What follows belongs to an exercise in optimizing a design on an open flow for small area, a short achievable clock period and few clock cycles; a production flow would make more cautious choices. At most, simulation tests tie the RTL to the original design; equivalence was not proved. No functional check of the RTL was part of run 7. Power figures rest on the tool's default switching activity, not on a simulated workload.

File: flow/config.mk
export PLATFORM = sky130hd
export DESIGN_NAME = event_sched_top
export DESIGN_NICKNAME = event_sched_top
export VERILOG_FILES = /design/flow/design.v
export SDC_FILE = /design/flow/constraint.sdc
export NUM_CORES = 8
export LEC_CHECK = 0
export ABC_AREA = 1
export CAP_MARGIN = 20
export CORE_MARGIN = 2
export CORE_UTILIZATION = 40
export CTS_BUF_LIST = sky130_fd_sc_hd__clkbuf_8
export SETUP_SLACK_MARGIN = 0.5
export SLEW_MARGIN = 20
File: flow/constraint.sdc
create_clock -name core_clock -period 14.5 [get_ports {clk}]
set_input_delay 2.9000 -clock core_clock [delete_from_list [all_inputs] [get_ports {clk}]]
set_output_delay 2.9000 -clock core_clock [all_outputs]
set_load 0.01 [all_outputs]
File: flow/design.v
`timescale 1ns/1ps
`default_nettype none
package event_sched_pkg;
    localparam int ADDR_W     = 16;
    localparam int COORD_W    = 8;
    localparam int ROW_STRIDE = 256;
    parameter int HALF_WIN    = 2;
    parameter int QUEUE_DEPTH = 16;
    function automatic logic lt8(input logic [7:0] a, input logic [7:0] b);
        logic r;
        r = 1'b0;
        for (int i = 0; i < 8; i++) r = (~a[i] & b[i]) | (~a[i] & r) | (b[i] & r);
        lt8 = r;
    endfunction
    function automatic logic lt16(input logic [15:0] a, input logic [15:0] b);
        logic r;
        r = 1'b0;
        for (int i = 0; i < 16; i++) r = (~a[i] & b[i]) | (~a[i] & r) | (b[i] & r);
        lt16 = r;
    endfunction
endpackage
`default_nettype wire
`timescale 1ns/1ps
`default_nettype none
module todo_lane (
    input  logic       seg_vld,
    input  logic [7:0] seg_top,
    input  logic [7:0] seg_lo,
    input  logic [7:0] seg_hi,
    input  logic [8:0] row,
    input  logic [7:0] col,
    input  logic [7:0] col_inc,
    output logic       act,
    output logic       cont,
    output logic       cov1,
    output logic       later
);
    logic [9:0] d;      
    logic       ge0, le3, le4, eqm1;
    assign d    = {row[8], row} - {2'b00, seg_top};
    assign ge0  = !d[9];
    assign le4  = ge0 && (d[8:0] <= 9'd4);
    assign le3  = ge0 && (d[8:0] <= 9'd3);
    assign eqm1 = (d == 10'h3ff);
    assign act   = seg_vld && le4 && event_sched_pkg::lt8(col, seg_hi);
    assign cont  = act && !event_sched_pkg::lt8(col_inc, seg_lo);
    assign cov1  = seg_vld && (le3 || eqm1);
    assign later = seg_vld && d[9] && !eqm1;
endmodule
`default_nettype wire
`timescale 1ns/1ps
`default_nettype none
module window_picker #(
    parameter int N = 5
) (
    input  logic [N-1:0]   mask,
    input  logic [N*N-1:0] ord,
    output logic [N-1:0]   pick
);
    always_comb begin
        for (int i = 0; i < N; i++) begin
            pick[i] = mask[i];
            for (int j = 0; j < N; j++) begin
                if (j != i && mask[j] && !ord[i*N+j]) pick[i] = 1'b0;
            end
        end
    end
endmodule
`default_nettype wire
`timescale 1ns/1ps
`default_nettype none
module sched_ctrl (
    input  logic [7:0] ev_top,
    input  logic [7:0] ev_lo,
    input  logic       cur_vld,
    input  logic [7:0] cur_top,
    input  logic [7:0] cur_hc,
    output logic       fresh,
    output logic       merge
);
    assign fresh = !cur_vld || event_sched_pkg::lt16({cur_top, cur_hc}, {ev_top, ev_lo});
    assign merge = cur_vld && (ev_top == cur_top)
                   && !event_sched_pkg::lt8(cur_hc + 8'd5, ev_lo);
endmodule
`default_nettype wire
`timescale 1ns/1ps
`default_nettype none
module event_sched_top #(
    parameter int NS = 3
) (
    input  logic        clk,
    input  logic        rst_n,
    input  logic [15:0] event_addr,
    input  logic        event_valid,
    output logic        event_ready,
    output logic [15:0] window_addr,
    output logic        window_valid,
    input  logic        window_ready
);
    localparam int N = NS + 1;
    logic [N-1:0]  seg_vld;
    logic [7:0]    seg_top [N];
    logic [7:0]    seg_lo  [N];
    logic [7:0]    seg_hi  [N];
    logic [NS-1:0] lo_le [NS];
    logic [7:0]    ev_top;   
    logic [7:0]    ev_lo;
    logic          multi;    
    logic          rdy;      
    logic [15:0]   pos;      
    logic          wv;
    logic          first;    
    logic          fresh, merge;
    logic          room, consume, open_seg;
    logic [NS-1:0] alloc;
    assign event_ready  = rdy;
    assign window_valid = wv;
    assign window_addr  = pos;
    sched_ctrl sched_ctrl_inst (
        .ev_top(ev_top),
        .ev_lo(ev_lo),
        .cur_vld(seg_vld[NS]),
        .cur_top(seg_top[NS]),
        .cur_hc(seg_hi[NS]),
        .fresh(fresh),
        .merge(merge)
    );
    assign room     = !seg_vld[NS] || !(&seg_vld[NS-1:0]);
    assign consume  = !rdy && (!fresh || merge || room);
    assign open_seg = !rdy && fresh && !merge && room;
    always_comb begin
        alloc = '0;
        for (int s = NS - 1; s >= 0; s--) begin
            if (!seg_vld[s]) alloc = NS'(1) << s;
        end
        if (!(open_seg && seg_vld[NS])) alloc = '0;
    end
    logic [8:0]   R;         
    logic [7:0]   C, R1, C1;
    logic [N-1:0] act, cont, cov1, later;
    logic [N*N-1:0] lo_before;
    logic [N-1:0] pick_in, pick_c1;
    logic [7:0]   ht, hc;
    logic         lo_early;
    assign R  = {first, pos[15:8] | {8{first}}};
    assign C  = pos[7:0];
    assign R1 = R[7:0] + 8'd1;
    assign C1 = C + 8'd1;
    for (genvar s = 0; s < NS; s++) begin : g_seg
        todo_lane todo_lane_inst (
            .seg_vld(seg_vld[s]),
            .seg_top(seg_top[s]),
            .seg_lo(seg_lo[s]),
            .seg_hi(seg_hi[s]),
            .row(R),
            .col(C),
            .col_inc(C1),
            .act(act[s]),
            .cont(cont[s]),
            .cov1(cov1[s]),
            .later(later[s])
        );
    end
    assign ht = seg_top[NS];
    assign hc = seg_hi[NS];
    logic       r_eq, r1_eq, r_lt, r1_lt, c1_lt;
    logic [9:0] dr;    
    assign dr    = {R[8], R} - {2'b00, ht};
    assign r_eq  = (dr == 10'd0);
    assign r1_eq = (dr == 10'h3ff);
    assign r_lt  = dr[9];
    assign r1_lt = dr[9] && !r1_eq;
    assign c1_lt = event_sched_pkg::lt8(C1, hc);
    assign act[NS]   = seg_vld[NS] && r_eq && c1_lt;
    assign cont[NS]  = act[NS] && !event_sched_pkg::lt8(C1, seg_lo[NS]);
    assign cov1[NS]  = seg_vld[NS] && r1_eq;
    assign later[NS] = seg_vld[NS] && r1_lt;
    assign lo_early = multi;
    logic [NS-1:0] cur_first;
    always_comb begin
        for (int j = 0; j < NS; j++) begin
            cur_first[j] = !event_sched_pkg::lt8(seg_lo[j], seg_lo[NS]);
        end
    end
    always_comb begin
        for (int i = 0; i < N; i++) begin
            for (int j = 0; j < N; j++) begin
                if (i == NS)      lo_before[i*N+j] = (j == NS) ? 1'b0 : cur_first[j];
                else if (j == NS) lo_before[i*N+j] = !cur_first[i];
                else if (i < j)   lo_before[i*N+j] = lo_le[i][j];
                else              lo_before[i*N+j] = !lo_le[j][i];
            end
        end
    end
    window_picker #(.N(N)) pick_in_inst (.mask(act),   .ord(lo_before),  .pick(pick_in));
    window_picker #(.N(N)) pick_c1_inst (.mask(cov1),  .ord(lo_before),  .pick(pick_c1));
    logic        any_act, any_cont, any_c1, any_l;
    logic [7:0]  lo_in, lo_c1;
    logic        early_in, early_c1;
    logic        due;
    logic [15:0] nxt;
    logic        free;     
    logic        skip;     
    assign any_act  = |act;
    assign any_cont = |cont;
    assign any_c1   = |cov1;
    assign any_l    = |later;
    always_comb begin
        lo_in = '0; lo_c1 = '0;
        for (int s = 0; s < N; s++) begin
            lo_in    = lo_in    | ({8{pick_in[s]}} & seg_lo[s]);
            lo_c1    = lo_c1    | ({8{pick_c1[s]}} & seg_lo[s]);
        end
    end
    assign early_in = act[NS] && (!pick_in[NS] || lo_early);
    assign early_c1 = !pick_c1[NS] || lo_early;
    always_comb begin
        if (any_act) begin
            nxt = {R[7:0], any_cont ? C1 : lo_in};
            due = r_lt || (r_eq && (any_cont ? c1_lt : early_in));
        end else if (any_c1) begin
            nxt = {R1, lo_c1};
            due = r1_lt || (r1_eq && early_c1);
        end else begin
            nxt = {R1, 8'hff};
            due = 1'b0;
        end
    end
    assign free = !wv || window_ready;
    assign skip = !any_act && !any_c1 && any_l;
    always_ff @(posedge clk) begin
        if (rdy && event_valid) begin
            ev_top <= event_addr[15:8] - 8'd2;
            ev_lo  <= event_addr[7:0] - 8'd2;
        end
        for (int s = 0; s < NS; s++) begin
            if (alloc[s]) begin
                seg_top[s] <= seg_top[NS];
                seg_lo[s]  <= seg_lo[NS];
                seg_hi[s]  <= seg_hi[NS] + 8'd4;
                for (int j = 0; j < NS; j++) begin
                    if (j < s) lo_le[j][s] <= !cur_first[j];
                    if (j > s) lo_le[s][j] <= cur_first[j];
                end
            end
        end
        if (open_seg) begin
            seg_top[NS] <= ev_top;
            seg_lo[NS]  <= ev_lo;
            multi       <= 1'b0;
        end else if (consume && fresh) begin
            multi       <= 1'b1;
        end
        if (consume && fresh) begin
            seg_hi[NS] <= ev_lo;
        end
        if (free && (due || skip)) begin
            pos <= nxt;
        end
    end
    always_ff @(posedge clk or negedge rst_n) begin
        if (!rst_n) begin
            seg_vld <= '0;
            rdy     <= 1'b1;
            wv      <= 1'b0;
            first   <= 1'b1;
        end else begin
            seg_vld[NS-1:0] <= (seg_vld[NS-1:0] & (act[NS-1:0] | cov1[NS-1:0] | later[NS-1:0]))
                               | alloc;
            if (open_seg) seg_vld[NS] <= 1'b1;
            rdy <= rdy ? !event_valid : consume;
            if (free) begin
                wv <= due;
                if (due || skip) first <= 1'b0;
            end
        end
    end
endmodule
`default_nettype wire
File: flow/flow/run.sh
#!/bin/bash
# The standard layout, with faster port buffers than the default choice, a
# clock tree without dummy loads, and timing repair aiming well past the
# clock period's needs.
set -euo pipefail
export BUFFER_PORTS_ARGS="-buffer_cell sky130_fd_sc_hd__buf_4"
export CTS_ARGS="-sink_clustering_enable -repair_clock_nets -buf_list sky130_fd_sc_hd__clkbuf_8 -dont_use_dummy_load"
bash standard.sh SETUP_SLACK_MARGIN=10.5 finish > standard_flow.log 2>&1
File: flow/standard.sh
#!/bin/bash
# synth_recipe.tcl (not shown) runs the flow's synth.tcl, then flattens the netlist and writes it again
# the make line also repeats each setting of config.mk as NAME=value (left out here)
make -C /OpenROAD-flow-scripts/flow DESIGN_CONFIG=/design/flow/config.mk WORK_HOME=/design/flow/orfs CLKGATE_MAP_FILE= SYNTH_SCRIPT=/design/flow/synth_recipe.tcl "${@:-finish}"
==> results.json, run 1 <==
{
  "cap_viol_max_count": 0,
  "synthFlopType": "edfxtp_1",
  "drt_iter0_drc": 738,
  "cts-root-buf": "clkbuf_8",
  "worst_setup_path_start_kind": "flop",
  "synth_compound_area_share_pct": 15.0,
  "insertion_delay_ns": 0.45,
  "clk_pin_slew_ns": 0.08,
  "synth_nets": 1178,
  "dpl_worst_slack_ns": 9.71,
  "synth_top_family_by_area": "simple AND/OR/NAND/NOR gates",
  "ios": 38,
  "fill_cells": 2289,
  "area_growth_pct": 14.9,
  "nets": 1267,
  "holdPathStages": 0,
  "synth.area.mux_share_pct": 0,
  "first_pass_iters": 5,
  "max_freq_mhz": 246,
  "synth_top_cell_area_share_pct": 41.3,
  "via_per_inst": 5.21,
  "top_usage_layer": "met2",
  "grt_pass1_vias": 7439,
  "mostFrequentLayoutCell": "nand2_1",
  "cts_buffer_depth": 2,
  "numCtsBuffers": 17,
  "cp_max_fo": 2,
  "cp_slowest_cell": "edfxtp_1",
  "fin_crit_ns": 4.06,
  "min_from": "ev_lo[4]",
  "wl_per_cell_um": 16.6,
  "track_usage_pct": 20.8,
  "syn-instance-count": 1107,
  "cp-end-kind": "output pin",
  "yosys_warnings": 12,
  "total_leakage_power_nw": 4.74,
  "min_to": "seg_hi[3][4]",
  "ant_nets": 0,
  "grt_remaining_overflow": 0,
  "hold_viol": 0,
  "synth-xor-area-share_pct": 4.96,
  "synth_area_leaders": "edfxtp_1 41%, nand2_1 8.7%, inv_1 7.4%",
  "die_height_um": 158,
  "synth_adder_area_share_pct": 7.35,
  "rsz0062_at_grt": "yes",
  "synthSimpleGateAreaFrac_pct": 20.8,
  "path_cells": "buf_6",
  "cp_num_buf_inv": 1,
  "setup_viol": 0,
  "fin_ws_ns": 10.44,
  "place.gp.congestion": 0.928,
  "synth_cell_types": 58,
  "io_buffer_count": 37,
  "hold_class": "flop to flop",
  "worstReg2RegEnd": "pos[1]",
  "die_x_um": 158,
  "cts.sink_count": 139,
  "grt_pass1_wl_um": 39400,
  "dieArea_um2": 25100,
  "worstMarginPinSlew_ns": 0.674,
  "fin_worst_skew_ns": 0.0235,
  "vias": 7882,
  "dp_hpwl_um": 19500,
  "worstPathRequired_ns": 11.60,
  "cts_tree": "built",
  "path_delay_family": "flip-flops",
  "syn_area_per_cell_um2": 8.61,
  "gr-usage-met1_pct": 29.4,
  "yosys.area.top_type": "edfxtp_1",
  "slew_violations": 0,
  "grt.met2_usage_pct": 32.8,
  "synth-async-reset-ratio_pct": 5.04,
  "timing.rr.start": "first",
  "synth-edff-count": 131,
  "n_antenna_cell": 0,
  "crit_arrival_ns": 1.16,
  "vdd_drop_max_v": 0.0000605,
  "period_share_pct": 28.0,
  "syn_area_um2": 9540,
  "ys_seq_area_share_pct": 43.3,
  "cp_slowest_stage_delay_ns": 0.54,
  "reg2regPathDepth": 18,
  "status": "finished clean",
  "synth_seq_cells": 139,
  "power.density_nw_per_um2": 149,
  "rows": 56,
  "drc": 0,
  "drive_gt1_share_pct": 18.2,
  "final_cell_mix": "219 x nand2_1, 178 x inv_1, 131 x edfxtp_1, 63 x buf_4, 59 x nor2_1",
  "antenna_found_initial": 0,
  "critPathKind": "flop to output pin",
  "start_util_pct": 40.7,
  "setup_tns_ns": 0,
  "core_area_um2": 23400,
  "wl_um": 25100,
  "grt_start_max_net_pins": 25,
  "slew_headroom_pct": 55.0,
  "htreeDepth": 4,
  "r2r_setup_slack_ns": 10.59,
  "grtUsageMet3_pct": 2.61
}
[per-layer routing]
| metal | up-vias | part of all wire, % |
|---|---|---|
| met3 | 36 | 5.9 |
| li1 | 3931 | - |
| met1 | 3658 | 46 |
| met4 | 0 | 2.3 |
| met5 | - | 0 |
| met2 | 257 | 46 |
[cell families after synthesis]
logic type                 count (synthesis)
and+or+nand+nor                          423
AOI/OAI and AO/OA                        227
buffers and inverters                    210
DFF                                      139
xor gates and xnor gates                  54
adders and majority gates                 54
[what timing repair did]
action / in CTS / in global routing
gates resized for setup: 10 / 44
gates cloned: 0 / 1
hold buffers: 0 / 0
pin swaps: 1 / 21
endpoints found under the setup margin: 31 / 81
setup buffers: 12 / 23
[cell usage after synthesis, types with 20 or more instances]
cell and n:
xor2_1 35, nand4_1 24, edfxtp_1 131, a21oi_1 55, ha_1 47, o22ai_1 34
o21ai_1 20, nand2_1 222, o21ai_0 50, inv_1 187, nand3_1 40, nor2_1 64
[power by group]
part           internal, W  switching (W)
clock             0.000103       0.000130
combinational     0.000351       0.000508
sequential        0.000505      0.0000373
total             0.000958       0.000675
[worst max path at each step]
stage / start / to / depth (start not counted)
CTS: pos[7] / window_addr[7] / 1
global placement: first / pos[0] / 20
finish: pos[7] / window_addr[7] / 1
global route: first / pos[1] / 22
floorplan: first / pos[0] / 23
detailed placement: first / pos[1] / 20
[worst reg2reg max path, cell delays in order (launching register included)]
cell       delay [ns]
dfstp_2          0.66
nor2_2           0.07
buf_6            0.15
buf_12           0.13
fa_1             0.44
o21ai_2          0.19
nand2_1          0.08
a21oi_1          0.12
nor2_1           0.06
xor2_1           0.15
buf_4            0.14
nor4_2           0.29
nand3_2          0.23
nand4_2          0.19
nor2_1           0.07
a21oi_1          0.14
nand2_2          0.11
a21oi_4          0.20
clkbuf_16        0.19
[final cells by class]
cell class	instances	area (um^2)	area share, %
Inverter	204	777	7.09
Sequential cell	139	4130	37.7
Clock buffer	17	234	2.14
Tap cell	319	399	3.64
Multi-Input combinational cell	758	4750	43.4
Timing Repair Buffer	76	659	6.02
[state kept, by name (all words and copies together), names as in the netlist]
signal   count
ev_top       8
rdy          1
seg_lo      32
wv           1
seg_top     32
lo_le        3
ev_lo        8
seg_hi      32
first        1
multi        1
seg_vld      4
pos         16
[through the flow]
step,total power (W),cells,util [%],hold WS [ns],instance area [um^2]
6_report,0.00163,1513,46.8,0.473,11000
3_3_place_gp,0.00128,1460,43.5,0.457,10200
3_5_place_dp,0.00128,1460,43.5,0.465,10200
2_1_floorplan,0.00110,1107,-,0.445,9540
5_1_grt,0.00176,1513,46.8,0.494,11000
4_1_cts,0.00154,1489,45.2,0.476,10600
Testbench counts, summed over its fixed seeds: cycles 16,698.
==> run 2: changes to the inputs <==
--- a/flow/flow/run.sh
+++ b/flow/flow/run.sh
@@ -7,2 +7,2 @@
 export CTS_ARGS="-sink_clustering_enable -repair_clock_nets -buf_list sky130_fd_sc_hd__clkbuf_8 -dont_use_dummy_load"
-bash standard.sh SETUP_SLACK_MARGIN=10.5 finish > standard_flow.log 2>&1
+bash standard.sh SETUP_SLACK_MARGIN=10.6 finish > standard_flow.log 2>&1
==> run 2 against run 1 <==
Against the previous run: combinational power up 12%; via count up 1.9%; cell area up 3.8%; worst setup slack worse by 0.016 ns; first-iteration DRC count unchanged; synthesized cell count unchanged; die area unchanged; maximum frequency down 0.40%; largest power group unchanged.
==> results.json, run 2 <==
{
  "synth.most_common_cell": "nand2_1",
  "setup_viol": 0,
  "cp_max_fo": 2,
  "antenna_found_initial": 0,
  "htreeDepth": 4,
  "status": "finished clean",
  "cts_tree": "built",
  "rows": 56,
  "worst_setup_path_start_kind": "flop",
  "cts_buffer_depth": 2,
  "syn-instance-count": 1107,
  "path_delay_family": "flip-flops",
  "holdBufCountCts": 0,
  "cts.sink_count": 139,
  "timing.rr.start": "first",
  "setup_tns_ns": 0,
  "cp_slowest_stage_delay_ns": 0.54,
  "period_share_pct": 28.1,
  "holdPathStages": 0,
  "fin_crit_ns": 4.08,
  "ys_seq_area_share_pct": 43.3,
  "ant_nets": 0,
  "io_buffer_count": 37,
  "reg2regPathDepth": 23,
  "critPathKind": "flop to output pin",
  "whs_ns": 0.480,
  "synthFlopType": "edfxtp_1",
  "worstMarginPinSlew_ns": 0.701,
  "synth-async-reset-ratio_pct": 5.04,
  "first_pass_iters": 5,
  "synth_area_leaders": "edfxtp_1 41%, nand2_1 8.7%, inv_1 7.4%",
  "yosys.area.top_type": "edfxtp_1",
  "place.gp.congestion": 0.879,
  "track_usage_pct": 20.8,
  "ios": 38,
  "fin_worst_skew_ns": 0.0294,
  "wl_per_cell_um": 16.9,
  "syn_area_per_cell_um2": 8.61,
  "cap_viol_max_count": 0,
  "vias": 8035,
  "power.density_nw_per_um2": 153,
  "clk_pin_slew_ns": 0.08,
  "cp_num_buf_inv": 1,
  "hold_viol": 0,
  "yosys_warnings": 12,
  "numCtsBuffers": 17,
  "syn_area_um2": 9540,
  "reg_top3": "seg_hi x32, seg_lo x32, seg_top x32",
  "synth-edff-count": 131,
  "crit_arrival_ns": 1.18,
  "synth_top_cell_area_share_pct": 41.3,
  "n_antenna_cell": 0,
  "cp_slowest_cell": "edfxtp_1",
  "core_area_um2": 23400,
  "wl_um": 26000,
  "max_freq_mhz": 245,
  "via_per_inst": 5.24,
  "die_height_um": 158,
  "hold_class": "flop to flop",
  "dpl_worst_slack_ns": 9.75,
  "grt_pass1_vias": 7630,
  "worstPathRequired_ns": 11.60,
  "synth_nets": 1178,
  "cp-end-kind": "output pin",
  "grt_pass1_wl_um": 39600,
  "drive_gt1_share_pct": 21.8,
  "final_cell_mix": "213 x nand2_1, 177 x inv_1, 131 x edfxtp_1, 70 x buf_4, 56 x nor2_1",
  "vdd_drop_max_v": 0.0000589,
  "path_cells": "buf_6",
  "synth_seq_cells": 139,
  "drt_iter0_drc": 738,
  "min_from": "ev_top[4]",
  "dp_hpwl_um": 19500,
  "r2r_setup_slack_ns": 10.64,
  "cts-root-buf": "clkbuf_8",
  "fin_ws_ns": 10.42,
  "fill_cells": 2265,
  "rsz0062_at_grt": "yes",
  "insertion_delay_ns": 0.45,
  "start_util_pct": 40.7,
  "die_x_um": 158,
  "drc": 0,
  "synth_cell_types": 58,
  "nets": 1286,
  "area_growth_pct": 19.2,
  "synthTopCellsByCount": "222 x nand2_1, 187 x inv_1, 131 x edfxtp_1, 64 x nor2_1, 55 x a21oi_1",
  "dieArea_um2": 25100,
  "worstReg2RegEnd": "pos[2]",
  "power.total_w": 0.00174,
  "grt_remaining_overflow": 0,
  "mostFrequentLayoutCell": "nand2_1",
  "grt_start_max_net_pins": 25,
  "slew_headroom_pct": 53.2,
  "slew_violations": 0,
  "min_to": "seg_top[3][4]",
  "total_leakage_power_nw": 4.87
}
[run 2: logic make-up (layout without fill, tap and decap cells)]
family          Yosys count  count (layout)  share of synthesized area, %
xor+xnor                 54              54                          4.96
buf+inv                 210             316                          8.56
flops                   139             139                          43.3
simple gates            423             423                          20.8
compound gates          227             227                          15.0
fa+ha+maj                54              54                          7.35
[run 2: area by class of cell]
type                    count  area, um^2  area share [%]
clock buffers              17         234            2.06
inverters                 204         783            6.89
multi-input cells         758        4980            43.8
flip-flops and latches    139        4130            36.3
well taps                 319         399            3.51
repair buffers             94         836            7.35
repair inverters            1        7.51          0.0660
[run 2: worst max-delay path by stage]
stage	start	end	slack, ns	depth (start not counted)
floorplan	first	pos[0]	10.69	23
global placement	first	pos[0]	9.86	22
detailed placement	first	pos[1]	9.75	22
CTS	pos[7]	window_addr[7]	10.42	1
global route	pos[7]	window_addr[7]	10.41	1
finish	pos[7]	window_addr[7]	10.42	1
[run 2: layer usage]
metal / part of all wire (%) / global-route usage, %
met1: 45 / 28.6
met2: 47 / 33.2
met3: 6.2 / 3.67
met4: 2.3 / 7.21
met5: 0 / 0
[run 2: stage by stage]
stage	util [%]	instance area (um^2)	instances
after floorplan	-	9550	1107
after global placement	43.5	10200	1459
after detailed placement	43.5	10200	1459
after CTS	45.8	10700	1500
after global routing	48.6	11400	1532
final	48.6	11400	1532
[run 2: timing repair]
item,4_1_cts,5_1_grt
pin swaps,7,41
resized for setup,31,77
setup buffers,24,30
gates cloned,0,2
endpoints found under the setup margin,96,71
[run 2: report_power, final]
part,internal [W],switching [W]
logic,0.000408,0.000552
registers,0.000505,0.0000360
clock network,0.000103,0.000133
total,0.00102,0.000721
==> run 3: changes to the inputs <==
==> flow/flow/run.sh (replaced) <==
#!/bin/bash
# The standard layout, with faster port buffers than the default choice, a
# clock tree without dummy loads, and timing repair aiming well past the
# clock period's needs.
set -euo pipefail
export BUFFER_PORTS_ARGS="-buffer_cell sky130_fd_sc_hd__buf_2"
export CTS_ARGS="-sink_clustering_enable -repair_clock_nets -buf_list sky130_fd_sc_hd__clkbuf_8 -dont_use_dummy_load"
bash standard.sh SETUP_SLACK_MARGIN=10.4 finish > standard_flow.log 2>&1
==> run 3 against run 2 <==
Against the previous run: still clean; utilization shrank 3.0 points; via count shrank 2.0%; sequential share of layout area grew 2.4 points; routed wire length shrank 1.6%.
==> results.json, run 3 <==
{
  "first_pass_iters": 5,
  "nets": 1256,
  "wl_per_cell_um": 17.0,
  "synth_top_cell_area_share_pct": 41.3,
  "clk_pin_slew_ns": 0.09,
  "dieArea_um2": 25100,
  "antenna_found_initial": 0,
  "synth.most_common_cell": "nand2_1",
  "ios": 38,
  "syn_area_um2": 9540,
  "worstPathRequired_ns": 11.60,
  "start_util_pct": 40.7,
  "drt_iter0_drc": 678,
  "rsz0062_at_grt": "no",
  "track_usage_pct": 21.2,
  "grt_start_max_net_pins": 25,
  "syn_area_per_cell_um2": 8.61,
  "cp_num_buf_inv": 1,
  "setup_tns_ns": 0,
  "numCtsBuffers": 17,
  "synth_cell_types": 58,
  "synth-edff-count": 131,
  "syn-instance-count": 1107,
  "vdd_drop_max_v": 0.0000604,
  "synthFlopType": "edfxtp_1",
  "fin_worst_skew_ns": 0.0272,
  "synth_seq_cells": 139,
  "worstMarginPinSlew_ns": 0.666,
  "htreeDepth": 4,
  "period_share_pct": 28.0,
  "insertion_delay_ns": 0.45,
  "wl_met1_um": 11800,
  "slew_violations": 0,
  "die_height_um": 158,
  "ant_nets": 0,
  "mostFrequentLayoutCell": "nand2_1",
  "dp_hpwl_um": 19800,
  "synth_nets": 1178,
  "hold_viol": 0,
  "cts_tree": "built",
  "area_growth_pct": 11.9,
  "cts_buffer_depth": 2,
  "synthTopCellsByCount": "222 x nand2_1, 187 x inv_1, 131 x edfxtp_1, 64 x nor2_1, 55 x a21oi_1",
  "die_x_um": 158,
  "path_cells": "buf_2",
  "cts-root-buf": "clkbuf_8",
  "grt_remaining_overflow": 0,
  "power.total_w": 0.00159,
  "wl_met3_um": 1450,
  "place.gp.congestion": 0.938,
  "setup_viol": 0,
  "worst_setup_path_start_kind": "flop",
  "ys_seq_area_share_pct": 43.3,
  "cap_viol_max_count": 0,
  "yosys.area.top_type": "edfxtp_1",
  "yosys_warnings": 12,
  "cp_max_fo": 2,
  "final_cell_mix": "221 x nand2_1, 181 x inv_1, 131 x edfxtp_1, 58 x nor2_1, 54 x a21oi_1",
  "core_area_um2": 23400,
  "wl_met2_um": 11800,
  "via_per_inst": 5.24,
  "drc": 0,
  "total_leakage_power_nw": 4.64,
  "slew_headroom_pct": 55.5,
  "crit_arrival_ns": 1.16,
  "rows": 56,
  "vias": 7877,
  "top_layer": "met4",
  "cp-end-kind": "output pin",
  "io_buffer_count": 37,
  "synth_area_leaders": "edfxtp_1 41%, nand2_1 8.7%, inv_1 7.4%",
  "cts.sink_count": 139,
  "cp_slowest_cell": "edfxtp_1",
  "reg_top3": "seg_hi x32, seg_lo x32, seg_top x32",
  "synth-async-reset-ratio_pct": 5.04,
  "n_antenna_cell": 0,
  "status": "finished clean",
  "power.density_nw_per_um2": 149,
  "max_freq_mhz": 246,
  "fin_crit_ns": 4.06,
  "drive_gt1_share_pct": 16.8,
  "cp_slowest_stage_delay_ns": 0.52,
  "critPathKind": "flop to output pin",
  "fill_cells": 2341,
  "wl_um": 25500,
  "path_delay_family": "flip-flops",
  "grt_pass1_vias": 7550,
  "grt_pass1_wl_um": 40200,
  "hold_class": "flop to flop"
}
==> run 3: cells by family after synthesis <==
logic type                 count (synthesis)  share of synthesized area [%]
and+or+nand+nor                          423                           20.8
AOI/OAI and AO/OA                        227                           15.0
buffers and inverters                    210                           8.56
DFF                                      139                           43.3
xor gates and xnor gates                  54                           4.96
adders and majority gates                 54                           7.35
==> run 3: final cells by class <==
| class | count | area, um^2 | area share [%] |
|---|---|---|---|
| tap | 319 | 399 | 3.74 |
| multi-input combinational | 758 | 4730 | 44.3 |
| timing repair buffer | 65 | 410 | 3.85 |
| clock buffer | 17 | 234 | 2.19 |
| inverter | 204 | 772 | 7.23 |
| sequential | 139 | 4130 | 38.7 |
==> run 3: metal layers <==
layer,GRT usage [%],vias up
met5,0,-
met4,6.56,0
li1,-,3899
met1,30.1,3707
met2,33.4,236
met3,3.24,35
==> run 3: repair_timing <==
| item | CTS | global route |
|---|---|---|
| pin swaps | 1 | 11 |
| gates resized for setup | 4 | 31 |
| buffers inserted | 8 | 17 |
| gates cloned | 0 | 0 |
| hold buffers | 0 | 0 |
| setup endpoints to repair | 28 | 52 |
==> run 3: report_power, final <==
group	switching [W]	internal (W)	total (W)
registers	0.0000381	0.000504	0.000542
logic	0.000501	0.000310	0.000811
clock network	0.000133	0.000103	0.000236
==> run 3: path summary, 6_finish.rpt <==
check | from | slack (ns) | cells past startpoint | endpoint
min in group asynchronous | rst_n | 2.34 | 1 | seg_vld[3]
max reg2reg | first | 10.57 | 23 | pos[5]
min | ev_top[1] | 0.46 | 0 | seg_top[3][1]
min reg2reg | ev_top[1] | 0.46 | 0 | seg_top[3][1]
max | pos[7] | 10.44 | 1 | window_addr[7]
max in group asynchronous | rst_n | 11.88 | 1 | first
==> run 3: through the flow <==
step                cell area (um^2)  util, %  instances  hold WS [ns]  worst slack [ns]
floorplan                       9540        -       1107         0.445             10.52
global placement               10100     43.1       1459         0.459              9.63
detailed placement             10100     43.2       1460         0.472              9.47
CTS                            10400     44.5       1485         0.460             10.41
global route                   10700     45.6       1502         0.477             10.37
finish                         10700     45.6       1502         0.463             10.44
==> run 4: changes to the inputs <==
--- a/flow/flow/run.sh
+++ b/flow/flow/run.sh
@@ -5,3 +5,3 @@
 set -euo pipefail
-export BUFFER_PORTS_ARGS="-buffer_cell sky130_fd_sc_hd__buf_2"
+export BUFFER_PORTS_ARGS="-buffer_cell sky130_fd_sc_hd__buf_4"
 export CTS_ARGS="-sink_clustering_enable -repair_clock_nets -buf_list sky130_fd_sc_hd__clkbuf_8 -dont_use_dummy_load"
==> run 4 against run 3 <==
Against the previous run: combinational power fell by 0.7%; utilization barely moved; clock skew fell by 0.0040 ns; critical path type unchanged; highest routed layer unchanged.
==> results.json, run 4 <==
{
  "dp_hpwl_um": 19500,
  "cp-end-kind": "output pin",
  "synthFlopType": "edfxtp_1",
  "critPathKind": "flop to output pin",
  "setup_viol": 0,
  "grt_remaining_overflow": 0,
  "slew_violations": 0,
  "syn_area_um2": 9540,
  "synth-async-reset-ratio_pct": 5.04,
  "area_growth_pct": 12.0,
  "cp_max_fo": 2,
  "ant_nets": 0,
  "nets": 1251,
  "synth_cell_types": 58,
  "mostFrequentLayoutCell": "nand2_1",
  "synth_area_leaders": "edfxtp_1 41%, nand2_1 8.7%, inv_1 7.4%",
  "synthTopCellsByCount": "222 x nand2_1, 187 x inv_1, 131 x edfxtp_1, 64 x nor2_1, 55 x a21oi_1",
  "drc": 0,
  "holdBufCountCts": 0,
  "fill_cells": 2317,
  "track_usage_pct": 20.7,
  "drive_gt1_share_pct": 16.0,
  "synth.most_common_cell": "nand2_1",
  "status": "finished clean",
  "io_buffer_count": 37,
  "worst_setup_path_start_kind": "flop",
  "via_per_inst": 5.22,
  "synth_seq_cells": 139,
  "power.density_nw_per_um2": 148,
  "rows": 56,
  "syn_area_per_cell_um2": 8.61,
  "hold_class": "flop to flop",
  "cap_viol_max_count": 0,
  "vdd_drop_max_v": 0.0000568,
  "synth_top_cell_area_share_pct": 41.3,
  "yosys_warnings": 12,
  "worstMarginPinSlew_ns": 0.674,
  "dieArea_um2": 25100,
  "drt_iter0_drc": 696,
  "crit_arrival_ns": 1.16,
  "path_cells": "buf_4",
  "die_height_um": 158,
  "die_x_um": 158,
  "htreeDepth": 4,
  "start_util_pct": 40.7,
  "cts-root-buf": "clkbuf_8",
  "cp_slowest_cell": "edfxtp_1",
  "worstPathRequired_ns": 11.60,
  "final_cell_mix": "220 x nand2_1, 180 x inv_1, 131 x edfxtp_1, 60 x nor2_1, 58 x buf_4",
  "fin_worst_skew_ns": 0.0233,
  "grt_pass1_wl_um": 39400,
  "wl_um": 24800,
  "max_freq_mhz": 246,
  "vias": 7819,
  "n_antenna_cell": 0,
  "core_area_um2": 23400,
  "period_share_pct": 28.0,
  "first_pass_iters": 5,
  "synth_nets": 1178,
  "insertion_delay_ns": 0.45,
  "total_leakage_power_nw": 4.64,
  "cp_slowest_stage_delay_ns": 0.52,
  "hold_viol": 0,
  "grt_start_max_net_pins": 25,
  "synth-edff-count": 131,
  "ios": 38,
  "grt_pass1_vias": 7404,
  "cts.sink_count": 139,
  "setup_tns_ns": 0,
  "fin_crit_ns": 4.06,
  "slew_headroom_pct": 55.0,
  "antenna_found_initial": 0,
  "numCtsBuffers": 17,
  "cts_buffer_depth": 2,
  "place.gp.congestion": 0.928,
  "rsz0062_at_grt": "no",
  "reg_top3": "seg_hi x32, seg_lo x32, seg_top x32",
  "path_delay_family": "flip-flops",
  "clk_pin_slew_ns": 0.08,
  "wl_per_cell_um": 16.6,
  "yosys.area.top_type": "edfxtp_1",
  "cp_num_buf_inv": 1,
  "utilization_pct": 45.6,
  "syn-instance-count": 1107,
  "ys_seq_area_share_pct": 43.3,
  "cts_tree": "built"
}
==> run 4: kinds of logic after synthesis <==
group | after synthesis | synth area share (%)
flops | 139 | 43.3
buf+inv | 210 | 8.56
simple gates | 423 | 20.8
fa+ha+maj | 54 | 7.35
compound gates | 227 | 15.0
xor+xnor | 54 | 4.96
==> run 4: metrics by stage <==
stage | hold WS, ns | power, W | instances | setup slack [ns] | area (um^2)
finish | 0.472 | 0.00158 | 1497 | 10.44 | 10700
global route | 0.494 | 0.00170 | 1497 | 10.39 | 10700
CTS | 0.476 | 0.00154 | 1484 | 10.42 | 10500
detailed placement | 0.465 | 0.00128 | 1460 | 9.71 | 10200
global placement | 0.457 | 0.00128 | 1460 | 9.78 | 10200
floorplan | 0.445 | 0.00110 | 1107 | 10.52 | 9540
==> run 4: report_power, final <==
group / total (W) / switching [W] / internal [W]
Combinational: 0.000805 / 0.000495 / 0.000310
Clock: 0.000232 / 0.000129 / 0.000103
Sequential: 0.000541 / 0.0000366 / 0.000505
==> run 4: cell type report <==
type	count	area (um^2)	share of cell area [%]
Inverter	204	777	7.28
Timing Repair Buffer	60	467	4.37
Sequential cell	139	4130	38.7
Clock buffer	17	234	2.19
Tap cell	319	399	3.74
Multi-Input combinational cell	758	4670	43.7
==> run 4: path summary, 6_finish.rpt <==
kind                            depth (start not counted)        endpoint     start  slack, ns
worst max-delay path                                    1  window_addr[7]    pos[7]      10.44
worst min-delay path                                    0    seg_hi[3][4]  ev_lo[4]       0.47
worst max register to register                         20          pos[5]     first      10.61
worst min register to register                          0    seg_hi[3][4]  ev_lo[4]       0.47
max in group asynchronous                               1             rdy     rst_n      11.96
min in group asynchronous                               1              wv     rst_n       2.30
==> run 4: per-layer routing <==
metal | up-vias | routed length, um | global-route usage [%]
li1 | 3905 | - | -
met1 | 3642 | 11600 | 29.4
met2 | 230 | 11300 | 32.7
met3 | 42 | 1270 | 2.69
met4 | 0 | 612 | 7.42
met5 | - | 0 | 0
==> run 4: repair_timing <==
action,4_1_cts,5_1_grt
resized for setup,2,24
pin swaps,1,6
setup buffers,7,13
setup endpoints to repair,21,70
endpoints found under the hold margin,0,0
==> run 5: changes to the inputs <==
--- a/flow/flow/run.sh
+++ b/flow/flow/run.sh
@@ -6,3 +6,3 @@
 export BUFFER_PORTS_ARGS="-buffer_cell sky130_fd_sc_hd__buf_4"
-export CTS_ARGS="-sink_clustering_enable -repair_clock_nets -buf_list sky130_fd_sc_hd__clkbuf_8 -dont_use_dummy_load"
+export CTS_ARGS="-repair_clock_nets -buf_list sky130_fd_sc_hd__clkbuf_16 -dont_use_dummy_load"
 bash standard.sh SETUP_SLACK_MARGIN=10.4 finish > standard_flow.log 2>&1
==> run 5 against run 4 <==
Against the previous run: non-clock buffer count grew 2; cell area up 2.1%; register-to-register slack hardly changed; via count shrank 0.26%; clock skew fell by 0.0079 ns; critical endpoint unchanged.
==> results.json, run 5 <==
{
  "area_growth_pct": 14.4,
  "rows": 56,
  "synth_top_cell_area_share_pct": 41.3,
  "synth.most_common_cell": "nand2_1",
  "drive_gt1_share_pct": 16.4,
  "final_area_um2": 10900,
  "worstMarginPinSlew_ns": 0.688,
  "power.density_nw_per_um2": 156,
  "worstPathRequired_ns": 11.60,
  "grt_start_max_net_pins": 25,
  "cp_max_fo": 4,
  "wl_um": 24900,
  "drt_iter0_drc": 596,
  "insertion_delay_ns": 0.42,
  "final_cell_mix": "220 x nand2_1, 180 x inv_1, 131 x edfxtp_1, 60 x nor2_1, 60 x buf_4",
  "dp_hpwl_um": 19500,
  "synth_nets": 1178,
  "holdBufCountCts": 0,
  "dpl_cell_area_um2": 10200,
  "setup_viol": 0,
  "mostFrequentLayoutCell": "nand2_1",
  "slew_violations": 0,
  "slew_headroom_pct": 54.1,
  "hold_viol": 0,
  "dieArea_um2": 25100,
  "cts-root-buf": "clkbuf_16",
  "wl_per_cell_um": 16.6,
  "path_delay_family": "flip-flops",
  "via_per_inst": 5.20,
  "syn_area_um2": 9540,
  "status": "finished clean",
  "max_freq_mhz": 247,
  "synth-async-reset-ratio_pct": 5.04,
  "grt_remaining_overflow": 0,
  "numCtsBuffers": 17,
  "path_cells": "buf_4",
  "synthFlopType": "edfxtp_1",
  "r2r_setup_slack_ns": 10.61,
  "drc": 0,
  "setup_tns_ns": 0,
  "start_util_pct": 40.7,
  "multi_input_area_um2": 4690,
  "cap_viol_max_count": 0,
  "synthTopCellsByCount": "222 x nand2_1, 187 x inv_1, 131 x edfxtp_1, 64 x nor2_1, 55 x a21oi_1",
  "cp_slowest_cell": "edfxtp_1",
  "die_x_um": 158,
  "cp_slowest_stage_delay_ns": 0.53,
  "synth_cell_types": 58,
  "synth_seq_cells": 139,
  "fin_crit_ns": 4.05,
  "period_share_pct": 28.0,
  "grt_pass1_wl_um": 39400,
  "vdd_drop_max_v": 0.0000825,
  "fin_worst_skew_ns": 0.0153,
  "syn-instance-count": 1107,
  "first_pass_iters": 6,
  "reg_top3": "seg_hi x32, seg_lo x32, seg_top x32",
  "ys_seq_area_share_pct": 43.3,
  "place.gp.congestion": 0.928,
  "worst_setup_path_start_kind": "flop",
  "track_usage_pct": 20.8,
  "yosys_warnings": 12,
  "vias": 7799,
  "io_buffer_count": 37,
  "syn_area_per_cell_um2": 8.61,
  "synth-edff-count": 131,
  "core_area_um2": 23400,
  "grt_pass1_vias": 7395,
  "ios": 38,
  "cp-end-kind": "output pin",
  "fill_cells": 2288,
  "nets": 1253,
  "yosys.area.top_type": "edfxtp_1",
  "die_height_um": 158,
  "cts_tree": "built",
  "ant_nets": 0,
  "synth_area_leaders": "edfxtp_1 41%, nand2_1 8.7%, inv_1 7.4%",
  "cp_num_buf_inv": 1,
  "clk_pin_slew_ns": 0.06,
  "htreeDepth": 4,
  "seq_area_um2": 4130,
  "cts_buffer_depth": 2,
  "rsz0062_at_grt": "no",
  "cts.sink_count": 139,
  "hold_class": "flop to flop",
  "total_leakage_power_nw": 4.74,
  "crit_arrival_ns": 1.15,
  "critPathKind": "flop to output pin",
  "antenna_found_initial": 0,
  "n_antenna_cell": 0
}
-- run 5: cell count changes in the layout (fill, tap and decap cells not counted) --
cell       delta
a21oi_1       -1
a21oi_2       +1
buf_4         +2
clkbuf_16    +17
clkbuf_8     -17
fa_1          -1
fa_2          +1
ha_1          -1
ha_2          +1
nor2_2        -1
nor2_4        +1
o21ai_2       -1
o21ai_4       +1
-- run 5: metal layers --
layer	global-route usage, %	share of wire [%]	up-vias
li1	-	-	3907
met1	29.4	47	3628
met4	6.65	2.0	0
met5	0	0	-
met2	32.9	46	229
met3	2.94	5.1	35
-- run 5: final timing paths --
kind,startpoint,endpoint,cells past startpoint
max,pos[7],window_addr[7],1
max reg2reg,first,pos[5],22
min,ev_lo[4],seg_hi[3][4],0
min in group asynchronous,rst_n,wv,1
max in group asynchronous,rst_n,rdy,1
min reg2reg,ev_lo[4],seg_hi[3][4],0
-- run 5: kinds of logic (layout without fill, tap and decap cells) --
logic type,after synthesis,after routing,synth area share [%]
compound gates,227,227,15.0
xor+xnor,54,54,4.96
fa+ha+maj,54,54,7.35
buf+inv,210,283,8.56
flops,139,139,43.3
simple gates,423,423,20.8
-- run 5: stage by stage --
step / hold slack, ns / setup slack (ns) / instances / power, W / util, %
floorplan: 0.445 / 10.52 / 1107 / 0.00110 / -
global placement: 0.457 / 9.78 / 1460 / 0.00128 / 43.5
detailed placement: 0.465 / 9.71 / 1460 / 0.00128 / 43.5
CTS: 0.476 / 10.40 / 1481 / 0.00165 / 45.6
global route: 0.491 / 10.41 / 1499 / 0.00183 / 46.6
finish: 0.476 / 10.45 / 1499 / 0.00170 / 46.6
-- run 5: where the power goes --
part           switching (W)  internal [W]
registers          0.0000374      0.000505
logic               0.000494      0.000317
clock network       0.000145      0.000203
-- run 5: area by class of cell --
class	instances	share of cell area, %
sequential	139	37.9
inverter	204	7.12
timing repair buffer	62	4.42
multi-input combinational	758	43.0
clock buffer	17	3.90
tap	319	3.66
-- run 5: timing repair --
action	4_1_cts	5_1_grt
endpoints found under the setup margin	18	71
cloned	0	0
buffers inserted	4	18
pin swaps	1	12
resized for setup	2	29
==> run 6: changes to the inputs <==
--- a/flow/flow/run.sh
+++ b/flow/flow/run.sh
@@ -6,3 +6,3 @@
 export BUFFER_PORTS_ARGS="-buffer_cell sky130_fd_sc_hd__buf_4"
-export CTS_ARGS="-repair_clock_nets -buf_list sky130_fd_sc_hd__clkbuf_16 -dont_use_dummy_load"
+export CTS_ARGS="-sink_clustering_enable -sink_clustering_size 35 -sink_clustering_max_diameter 300 -sink_clustering_levels 1 -repair_clock_nets -buf_list sky130_fd_sc_hd__clkbuf_16 -dont_use_dummy_load"
 bash standard.sh SETUP_SLACK_MARGIN=10.4 finish > standard_flow.log 2>&1
==> run 6 against run 5 <==
Against the previous run: sequential share of layout area unchanged; synthesized area unchanged; via count unchanged; critical endpoint unchanged; highest routed layer unchanged.
==> results.json, run 6 <==
{
  "status": "finished clean",
  "ys_seq_area_share_pct": 43.3,
  "synth-async-reset-ratio_pct": 5.04,
  "cp_max_fo": 4,
  "synth_cell_types": 58,
  "hold_viol": 0,
  "cts-root-buf": "clkbuf_16",
  "numCtsBuffers": 17,
  "htreeDepth": 4,
  "vias": 7799,
  "grt_pass1_vias": 7395,
  "cap_viol_max_count": 0,
  "synthFlopType": "edfxtp_1",
  "worstMarginPinSlew_ns": 0.688,
  "p_comb_share_pct": 47.7,
  "synth_compound_area_share_pct": 15.0,
  "cp-end-kind": "output pin",
  "final_cell_mix": "220 x nand2_1, 180 x inv_1, 131 x edfxtp_1, 60 x nor2_1, 60 x buf_4",
  "wl_um": 24900,
  "cts_buffer_depth": 2,
  "crit_arrival_ns": 1.15,
  "synthSimpleGateAreaFrac_pct": 20.8,
  "slew_headroom_pct": 54.1,
  "synth_seq_cells": 139,
  "clk_pin_slew_ns": 0.06,
  "io_buffer_count": 37,
  "synth_top_family_by_area": "simple AND/OR/NAND/NOR gates",
  "die_x_um": 158,
  "syn_area_per_cell_um2": 8.61,
  "max_freq_mhz": 247,
  "worst_setup_path_start_kind": "flop",
  "track_usage_pct": 20.8,
  "first_pass_iters": 6,
  "cp_slowest_cell": "edfxtp_1",
  "drc": 0,
  "drive_gt1_share_pct": 16.4,
  "vdd_drop_max_v": 0.0000825,
  "path_cells": "buf_4",
  "die_height_um": 158,
  "cp_num_buf_inv": 1,
  "grt_remaining_overflow": 0,
  "ant_nets": 0,
  "switching_share_pct": 39.8,
  "fin_crit_ns": 4.05,
  "reg_top3": "seg_hi x32, seg_lo x32, seg_top x32",
  "dieArea_um2": 25100,
  "synthTopCellsByCount": "222 x nand2_1, 187 x inv_1, 131 x edfxtp_1, 64 x nor2_1, 55 x a21oi_1",
  "syn-instance-count": 1107,
  "seq_area_um2": 4130,
  "multi_input_area_um2": 4690,
  "total_leakage_power_nw": 4.74,
  "rsz0062_at_grt": "no",
  "area_growth_pct": 14.4,
  "grt_pass1_wl_um": 39400,
  "via_per_inst": 5.20,
  "pwr-share-seq_pct": 31.9,
  "period_share_pct": 28.0,
  "rows": 56,
  "wl_per_cell_um": 16.6,
  "setup_viol": 0,
  "insertion_delay_ns": 0.42,
  "yosys.area.top_type": "edfxtp_1",
  "synth_nets": 1178,
  "setup_tns_ns": 0,
  "synth.area.mux_share_pct": 0,
  "cts_tree": "built",
  "path_delay_family": "flip-flops",
  "hold_class": "flop to flop",
  "cp_slowest_stage_delay_ns": 0.53,
  "antenna_found_initial": 0,
  "fill_cells": 2288,
  "synth-edff-count": 131,
  "ios": 38,
  "switchingPower_w": 0.000677,
  "cts.sink_count": 139,
  "place.gp.congestion": 0.928,
  "worstPathRequired_ns": 11.60,
  "slew_violations": 0,
  "p_int_w": 0.00103,
  "dp_hpwl_um": 19500,
  "synth_area_leaders": "edfxtp_1 41%, nand2_1 8.7%, inv_1 7.4%",
  "synth.most_common_cell": "nand2_1",
  "mostFrequentLayoutCell": "nand2_1",
  "start_util_pct": 40.7,
  "grt_start_max_net_pins": 25,
  "clockPowerShare_pct": 20.4,
  "synth_adder_area_share_pct": 7.35,
  "synth-xor-area-share_pct": 4.96,
  "critPathKind": "flop to output pin",
  "nets": 1253,
  "core_area_um2": 23400,
  "drt_iter0_drc": 596,
  "power.total_w": 0.00170,
  "synth_top_cell_area_share_pct": 41.3,
  "power.density_nw_per_um2": 156,
  "holdBufCountCts": 0,
  "fin_worst_skew_ns": 0.0153,
  "syn_area_um2": 9540,
  "yosys_warnings": 12,
  "n_antenna_cell": 0
}
[run 6: cell counts after synthesis]
No cell type changed its count.
[run 6: worst paths after layout]
check / cells after the start / end / slack [ns] / start
hold reg to reg: 0 / seg_hi[3][4] / 0.48 / ev_lo[4]
setup reg to reg: 22 / pos[5] / 10.61 / first
setup / recovery: 1 / window_addr[7] / 10.45 / pos[7]
max in group asynchronous: 1 / rdy / 11.94 / rst_n
min in group asynchronous: 1 / wv / 2.32 / rst_n
hold / removal: 0 / seg_hi[3][4] / 0.48 / ev_lo[4]
[run 6: per-layer routing]
metal  part of all wire [%]  GRT usage [%]  wire [um]
met4                    2.0           6.65        498
met1                     47           29.4      11800
met5                      0              0          0
met2                     46           32.9      11400
met3                    5.1           2.94       1270
[run 6: per-stage QoR]
step	worst slack [ns]	instances	utilization (%)	hold slack, ns	area (um^2)
2_1_floorplan	10.52	1107	-	0.445	9540
3_3_place_gp	9.78	1460	43.5	0.457	10200
3_5_place_dp	9.71	1460	43.5	0.465	10200
4_1_cts	10.40	1481	45.6	0.476	10700
5_1_grt	10.41	1499	46.6	0.491	10900
6_report	10.45	1499	46.6	0.476	10900
[run 6: timing repair]
item	CTS	global route
cloned	0	0
gates resized for setup	2	29
pin swaps	1	12
buffers inserted	4	18
setup endpoints to repair	18	71
[run 6: power groups by stage]
stage | Clock (W) | Combinational [W] | Sequential, W
2_1_floorplan | 0 | 0.000554 | 0.000542
3_3_place_gp | 0 | 0.000732 | 0.000551
3_5_place_dp | 0 | 0.000735 | 0.000550
4_1_cts | 0.000354 | 0.000754 | 0.000541
5_1_grt | 0.000370 | 0.000908 | 0.000549
6_report | 0.000348 | 0.000811 | 0.000543
[run 6: area by class of cell]
cell class | instances | area share (%)
Inverter | 204 | 7.12
Sequential cell | 139 | 37.9
Clock buffer | 17 | 3.90
Tap cell | 319 | 3.66
Timing Repair Buffer | 62 | 4.42
Multi-Input combinational cell | 758 | 43.0
[run 6: cells by family (layout without fill, tap and decap cells)]
| kind of cell | after synthesis | count (layout) |
|---|---|---|
| adders and majority gates | 54 | 54 |
| AOI/OAI and AO/OA | 227 | 227 |
| and+or+nand+nor | 423 | 423 |
| DFF | 139 | 139 |
| xor gates and xnor gates | 54 | 54 |
| buffers and inverters | 210 | 283 |
==> run 7: changes to the inputs <==
--- a/flow/design.v
+++ b/flow/design.v
@@ -108,3 +108,4 @@
     logic          multi;    
-    logic          rdy;      
+    logic          busy;     
+    logic          rdy;
     logic [15:0]   pos;      
@@ -115,2 +116,3 @@
     logic [NS-1:0] alloc;
+    assign rdy          = !busy;
     assign event_ready  = rdy;
@@ -263,3 +265,3 @@
             seg_vld <= '0;
-            rdy     <= 1'b1;
+            busy    <= 1'b0;
             wv      <= 1'b0;
@@ -270,3 +272,3 @@
             if (open_seg) seg_vld[NS] <= 1'b1;
-            rdy <= rdy ? !event_valid : consume;
+            busy <= busy ? !consume : event_valid;
             if (free) begin
==> flow/flow/run.sh (replaced) <==
#!/bin/bash
# The standard layout, with faster port buffers than the default choice, a
# clock tree without dummy loads, and timing repair aiming well past the
# clock period's needs.
set -euo pipefail
export BUFFER_PORTS_ARGS="-buffer_cell sky130_fd_sc_hd__buf_4"
export CTS_ARGS="-sink_clustering_enable -repair_clock_nets -buf_list sky130_fd_sc_hd__clkbuf_8 -dont_use_dummy_load"
bash standard.sh SETUP_SLACK_MARGIN=10.4 finish > standard_flow.log 2>&1
==> run 7 against run 6 <==
Against the previous run: first-iteration DRC count increased by 8.4%; synthesized cell count rose by 0.36%; clock-buffer cell count stayed put.
==> results.json, run 7 <==
{
  "slew_violations": 0,
  "power.density_nw_per_um2": 149,
  "cp-end-kind": "output pin",
  "reg_top3": "seg_hi x32, seg_lo x32, seg_top x32",
  "start_util_pct": 40.5,
  "dpl_cell_area_um2": 10100,
  "final_area_um2": 10800,
  "holdPathStages": 0,
  "synth.most_common_cell": "nand2_1",
  "whs_ns": 0.485,
  "syn_area_per_cell_um2": 8.47,
  "antenna_found_initial": 0,
  "cts_buffer_depth": 2,
  "cts-root-buf": "clkbuf_8",
  "synth_top_cell_area_share_pct": 41.8,
  "ios": 38,
  "grt_start_max_net_pins": 25,
  "track_usage_pct": 21.2,
  "period_share_pct": 27.8,
  "rows": 56,
  "synth_nets": 1182,
  "nets": 1267,
  "dieArea_um2": 24800,
  "cp_max_fo": 5,
  "holdBufCountCts": 0,
  "synth_area_leaders": "edfxtp_1 42%, nand2_1 9.3%, inv_1 7.7%",
  "vdd_drop_max_v": 0.0000566,
  "fin_crit_ns": 4.02,
  "insertion_delay_ns": 0.45,
  "rsz0062_at_grt": "no",
  "yosys_warnings": 12,
  "r2r_setup_slack_ns": 10.51,
  "dp_hpwl_um": 19800,
  "place.gp.congestion": 0.942,
  "setup_tns_ns": 0,
  "path_delay_family": "flip-flops",
  "grt_pass1_wl_um": 40200,
  "slew_headroom_pct": 42.1,
  "synth-async-reset-ratio_pct": 5.04,
  "yosys.area.top_type": "edfxtp_1",
  "syn_area_um2": 9410,
  "grt_remaining_overflow": 0,
  "die_x_um": 157,
  "ant_nets": 0,
  "cap_viol_max_count": 0,
  "synth_seq_cells": 139,
  "min_from": "ev_top[1]",
  "worstMarginPinSlew_ns": 0.859,
  "grt_pass1_vias": 7557,
  "synthFlopType": "edfxtp_1",
  "drive_gt1_share_pct": 15.4,
  "min_to": "seg_top[3][1]",
  "area_growth_pct": 15.2,
  "cts_tree": "built",
  "crit_arrival_ns": 1.12,
  "numCtsBuffers": 17,
  "cp_slowest_stage_delay_ns": 0.48,
  "synth_cell_types": 54,
  "cts.sink_count": 139,
  "die_height_um": 157,
  "setup_viol": 0,
  "wl_per_cell_um": 17.1,
  "cp_slowest_cell": "edfxtp_1",
  "path_cells": "buf_4",
  "mostFrequentLayoutCell": "nand2_1",
  "via_per_inst": 5.32,
  "total_leakage_power_nw": 4.76,
  "clk_pin_slew_ns": 0.09,
  "synthTopCellsByCount": "233 x nand2_1, 192 x inv_1, 131 x edfxtp_1, 62 x nor2_1, 55 x o21ai_0",
  "critPathKind": "flop to output pin",
  "fin_worst_skew_ns": 0.0370,
  "htreeDepth": 4,
  "utilization_pct": 46.6,
  "first_pass_iters": 5,
  "io_buffer_count": 37,
  "final_cell_mix": "229 x nand2_1, 186 x inv_1, 131 x edfxtp_1, 68 x buf_4",
  "drt_iter0_drc": 646,
  "worstReg2RegEnd": "pos[1]",
  "hold_class": "flop to flop",
  "drc": 0,
  "ys_seq_area_share_pct": 43.9,
  "syn-instance-count": 1111,
  "worst_setup_path_start_kind": "flop",
  "vias": 8055,
  "core_area_um2": 23300,
  "n_antenna_cell": 0,
  "timing.rr.start": "first",
  "cp_num_buf_inv": 1,
  "reg2regPathDepth": 21,
  "worstPathRequired_ns": 11.60,
  "synth-edff-count": 131,
  "max_freq_mhz": 248,
  "critPathLaunch": "pos[2]",
  "wl_um": 25800,
  "status": "finished clean",
  "hold_viol": 0
}
## run 7: cell type report
type                    count  area, um^2
flip-flops and latches    139        4130
fillers                  2307       12400
clock buffers              17         234
well taps                 319         399
multi-input cells         760        4700
inverters                 206         782
repair buffers             72         594
## run 7: layer usage
layer	up-vias	global-route usage, %	routed length (um)
met1	3802	30.5	12200
met5	-	0	0
li1	3960	-	-
met3	21	5.01	1900
met2	272	32.5	11500
met4	0	4.68	292
## run 7: cell families (layout without fill, tap and decap cells)
group / after synthesis / in the layout / share of synthesized area [%]
adder cells (fa/ha/maj): 53 / 53 / 7.31
buffers and inverters: 212 / 295 / 8.48
flip-flops: 139 / 139 / 43.9
AO/OA/AOI/OAI: 225 / 225 / 14.7
XOR/XNOR: 53 / 53 / 4.93
AND/OR/NAND/NOR: 429 / 429 / 20.7
## run 7: how the worst max path moves through the flow
stage / end / slack [ns] / cells past startpoint
floorplan: seg_hi[1][0] / 10.45 / 14
global placement: pos[15] / 9.90 / 22
detailed placement: pos[13] / 9.85 / 22
CTS: window_addr[0] / 10.42 / 1
global route: pos[1] / 10.34 / 22
finish: window_addr[2] / 10.48 / 1
## run 7: where the power goes
part / internal [W] / switching, W / total, W
registers: 0.000501 / 0.0000376 / 0.000538
clock network: 0.000103 / 0.000130 / 0.000233
logic: 0.000321 / 0.000518 / 0.000839
## run 7: through the flow
stage                     total power [W]  setup slack (ns)  std cells
after floorplan                   0.00107             10.45       1111
after global placement            0.00126              9.90       1466
after detailed placement          0.00126              9.85       1466
after CTS                         0.00151             10.42       1489
after global routing              0.00173             10.34       1513
final                             0.00161             10.48       1513
## run 7: repair_timing
action | CTS | global route
resized for setup | 3 | 51
endpoints found under the hold margin | 0 | 0
setup endpoints to repair | 27 | 44
setup buffers | 6 | 22
pin swaps | 1 | 26
cloned | 0 | 1
## run 7: worst register-to-register path, stage by stage, from the launching register on
cell	delay (ns)
dfstp_2	0.56
buf_6	0.14
buf_4	0.14
or2_4	0.20
ha_4	0.24
nand2_2	0.09
clkinv_1	0.10
nand3_1	0.11
o221ai_2	0.10
xnor2_1	0.24
nand3_1	0.16
nor3_4	0.26
nand3_2	0.12
nand2_4	0.10
nand2_4	0.07
or2_1	0.27
nand2_2	0.09
nor2_4	0.07
a21oi_2	0.15
nand2_2	0.09
a21oi_4	0.25
clkbuf_16	0.20
==> run 8: changes to the inputs <==
--- a/flow/design.v
+++ b/flow/design.v
@@ -108,4 +108,3 @@
     logic          multi;    
-    logic          busy;     
-    logic          rdy;
+    logic          rdy;      
     logic [15:0]   pos;      
@@ -116,3 +115,2 @@
     logic [NS-1:0] alloc;
-    assign rdy          = !busy;
     assign event_ready  = rdy;
@@ -265,3 +263,3 @@
             seg_vld <= '0;
-            busy    <= 1'b0;
+            rdy     <= 1'b1;
             wv      <= 1'b0;
@@ -272,3 +270,3 @@
             if (open_seg) seg_vld[NS] <= 1'b1;
-            busy <= busy ? !consume : event_valid;
+            rdy <= rdy ? !event_valid : consume;
             if (free) begin
--- a/flow/flow/run.sh
+++ b/flow/flow/run.sh
@@ -5,3 +5,3 @@
 set -euo pipefail
-export BUFFER_PORTS_ARGS="-buffer_cell sky130_fd_sc_hd__buf_4"
+export BUFFER_PORTS_ARGS="-buffer_cell sky130_fd_sc_hd__buf_1"
 export CTS_ARGS="-sink_clustering_enable -repair_clock_nets -buf_list sky130_fd_sc_hd__clkbuf_8 -dont_use_dummy_load"
==> run 8 against run 7 <==
Against the previous run: first-iteration DRC count is 24% higher; non-clock buffer count is 10 lower; worst setup slack worse by 0.027 ns; critical path depth stayed put; via count is 2.0% lower; utilization is 1.2 points lower; clock power is 2% higher; largest cell class unchanged; highest routed layer unchanged.
==> results.json, run 8 <==
{
  "whs_ns": 0.483,
  "mostFrequentLayoutCell": "nand2_1",
  "worst-path-stages": 1,
  "synth.most_common_cell": "nand2_1",
  "synth_cell_types": 58,
  "max_freq_mhz": 247,
  "nets": 1253,
  "synth_area_leaders": "edfxtp_1 41%, nand2_1 8.7%, inv_1 7.4%",
  "hold_viol": 0,
  "drt_iter0_drc": 801,
  "drc": 0,
  "dieArea_um2": 25100,
  "rsz0062_at_grt": "no",
  "cp_num_buf_inv": 1,
  "worstPathRequired_ns": 11.60,
  "dpl_worst_slack_ns": 9.55,
  "cts-root-buf": "clkbuf_8",
  "grt_pass1_vias": 7395,
  "cp_slowest_cell": "dfstp_2",
  "setup_viol": 0,
  "syn_area_per_cell_um2": 8.61,
  "vias": 7894,
  "period_share_pct": 27.9,
  "setup_tns_ns": 0,
  "synth_seq_cells": 139,
  "min_from": "ev_top[3]",
  "crit_arrival_ns": 1.15,
  "clk_pin_slew_ns": 0.08,
  "reg_top3": "seg_hi x32, seg_lo x32, seg_top x32",
  "insertion_delay_ns": 0.46,
  "yosys_warnings": 12,
  "grt_start_max_net_pins": 25,
  "io_buffer_count": 37,
  "yosys.area.top_type": "edfxtp_1",
  "holdBufCountCts": 0,
  "slew_violations": 0,
  "drive_gt1_share_pct": 13.4,
  "first_pass_iters": 7,
  "ios": 38,
  "n_antenna_cell": 0,
  "start_util_pct": 40.7,
  "cap_viol_max_count": 0,
  "path_cells": "buf_2",
  "die_x_um": 158,
  "final_area_um2": 10600,
  "wl_per_cell_um": 16.9,
  "syn_area_um2": 9540,
  "critPathKind": "flop to output pin",
  "htreeDepth": 4,
  "status": "finished clean",
  "cp_slowest_stage_delay_ns": 0.57,
  "vdd_drop_max_v": 0.0000647,
  "path_delay_family": "flip-flops",
  "dpl_cell_area_um2": 10000,
  "area_growth_pct": 11.3,
  "r2r_setup_slack_ns": 10.56,
  "final_cell_mix": "221 x nand2_1, 177 x inv_1, 131 x edfxtp_1, 60 x nor2_1, 52 x a21oi_1",
  "numCtsBuffers": 17,
  "synth-edff-count": 131,
  "cts_buffer_depth": 2,
  "numPlacedInstances": 1459,
  "die_height_um": 158,
  "crit_path_end": "event_ready",
  "fin_cells": 1499,
  "fin_ws_ns": 10.45,
  "slew_headroom_pct": 52.4,
  "hold_class": "flop to flop",
  "worstReg2RegEnd": "pos[14]",
  "synth_nets": 1178,
  "synthTopCellsByCount": "222 x nand2_1, 187 x inv_1, 131 x edfxtp_1, 64 x nor2_1, 55 x a21oi_1",
  "cts.sink_count": 139,
  "total_leakage_power_nw": 4.54,
  "dp_hpwl_um": 19600,
  "via_per_inst": 5.27,
  "worst_setup_path_start_kind": "flop",
  "grt_remaining_overflow": 0,
  "power.density_nw_per_um2": 149,
  "cp-end-kind": "output pin",
  "ant_nets": 0,
  "wl_um": 25300,
  "place.gp.congestion": 0.944,
  "fin_worst_skew_ns": 0.0308,
  "fin_crit_ns": 4.05,
  "grt_pass1_wl_um": 39200,
  "timing.rr.start": "first",
  "synth-async-reset-ratio_pct": 5.04,
  "synth_top_cell_area_share_pct": 41.3,
  "antenna_found_initial": 0,
  "synthFlopType": "edfxtp_1",
  "rows": 56,
  "ys_seq_area_share_pct": 43.3,
  "worstMarginPinSlew_ns": 0.714,
  "syn-instance-count": 1107,
  "reg2regPathDepth": 21,
  "cp_max_fo": 2,
  "track_usage_pct": 20.5,
  "core_area_um2": 23400,
  "cts_tree": "built",
  "critPathLaunch": "rdy"
}
-- run 8: cell types whose count changed in the layout (fill, tap and decap cells not counted), sizes merged, moves of 7 or more --
cell	change
buf	-10
nand2	-7
o211ai	+7
a21oi	+11
o22ai	-18
nor2	+9
-- run 8: per-stage QoR --
stage                     utilization (%)  power [W]
after global placement               42.9    0.00127
final                                45.4    0.00158
after CTS                            44.3    0.00153
after global routing                 45.4    0.00170
after detailed placement             42.9    0.00127
after floorplan                         -    0.00110
-- run 8: final cells by class --
type | count | area (um^2)
flip-flops and latches | 139 | 4130
multi-input cells | 758 | 4700
fillers | 2346 | 12800
well taps | 319 | 399
clock buffers | 17 | 234
repair buffers | 62 | 382
inverters | 204 | 769
-- run 8: worst min-delay path by stage --
stage	end	slack (ns)	cells past startpoint
finish	seg_top[3][3]	0.48	0
global route	seg_top[3][0]	0.51	0
CTS	seg_top[3][3]	0.49	0
detailed placement	seg_top[3][3]	0.47	0
global placement	seg_top[3][3]	0.46	0
floorplan	seg_hi[3][1]	0.45	0
-- run 8: cell families (layout without fill, tap and decap cells) --
logic type      count (synthesis)  after routing  share of synthesized area, %
fa+ha+maj                      54             54                          7.35
xor+xnor                       54             54                          4.96
buf+inv                       210            283                          8.56
simple gates                  423            423                          20.8
flops                         139            139                          43.3
compound gates                227            227                          15.0
-- run 8: where the power goes --
| group | switching [W] | total [W] | internal, W |
|---|---|---|---|
| sequential | 0.0000385 | 0.000543 | 0.000504 |
| clock | 0.000133 | 0.000237 | 0.000103 |
| combinational | 0.000500 | 0.000805 | 0.000305 |
-- run 8: what timing repair did --
item                                    CTS  global route
resized for setup                         5            30
buffers inserted                          7            14
gates cloned                              0             1
endpoints found under the setup margin   28            50
pin swaps                                 1            11
-- run 8: per-layer routing --
metal / GRT usage [%] / up-vias / wire, um
li1: - / 3900 / -
met1: 28.9 / 3703 / 11600
met2: 32.6 / 256 / 11700
met3: 3.27 / 35 / 1470
met4: 6.05 / 0 / 479
met5: 0 / - / 0
Testbench counts of run 8, summed over its fixed seeds: cycles 16,698.

port drivers added, routing unchanged:
Ports are ideal in the flow. The routed layouts listed here were re-timed in OpenROAD.
Step 1 assumes that a clkbuf_16 drives the clock port and a buf_2 every other input.
Step 2 times the ports against the registers' clock, not the clock port: input delays grow and output delays shrink by t, the midpoint of the rising clock arrivals with the driver on.
Three values: no drivers, after step 1, after step 2; two values: the first two.
| run | t (ns) | slack for setup (ns) | worst setup path after step 2 |
|---|---|---|---|
| run 1 | 0.475 | 10.441 / 10.403 / 10.569 | input to register |
| run 2 | 0.478 | 10.425 / 10.383 / 10.514 | input to register |
| run 3 | 0.481 | 10.439 / 10.399 / 10.571 | register to register |
| run 4 | 0.474 | 10.440 / 10.400 / 10.568 | input to register |
| run 5 | 0.457 | 10.445 / 10.399 / 10.565 | input to register |
| run 6 | 0.457 | 10.445 / 10.399 / 10.565 | input to register |
| run 7 | 0.472 | 10.476 / 10.438 / 10.514 | register to register |
| run 8 | 0.480 | 10.449 / 10.410 / 10.560 | register to register |
After both steps setup and hold are still met in every run listed.
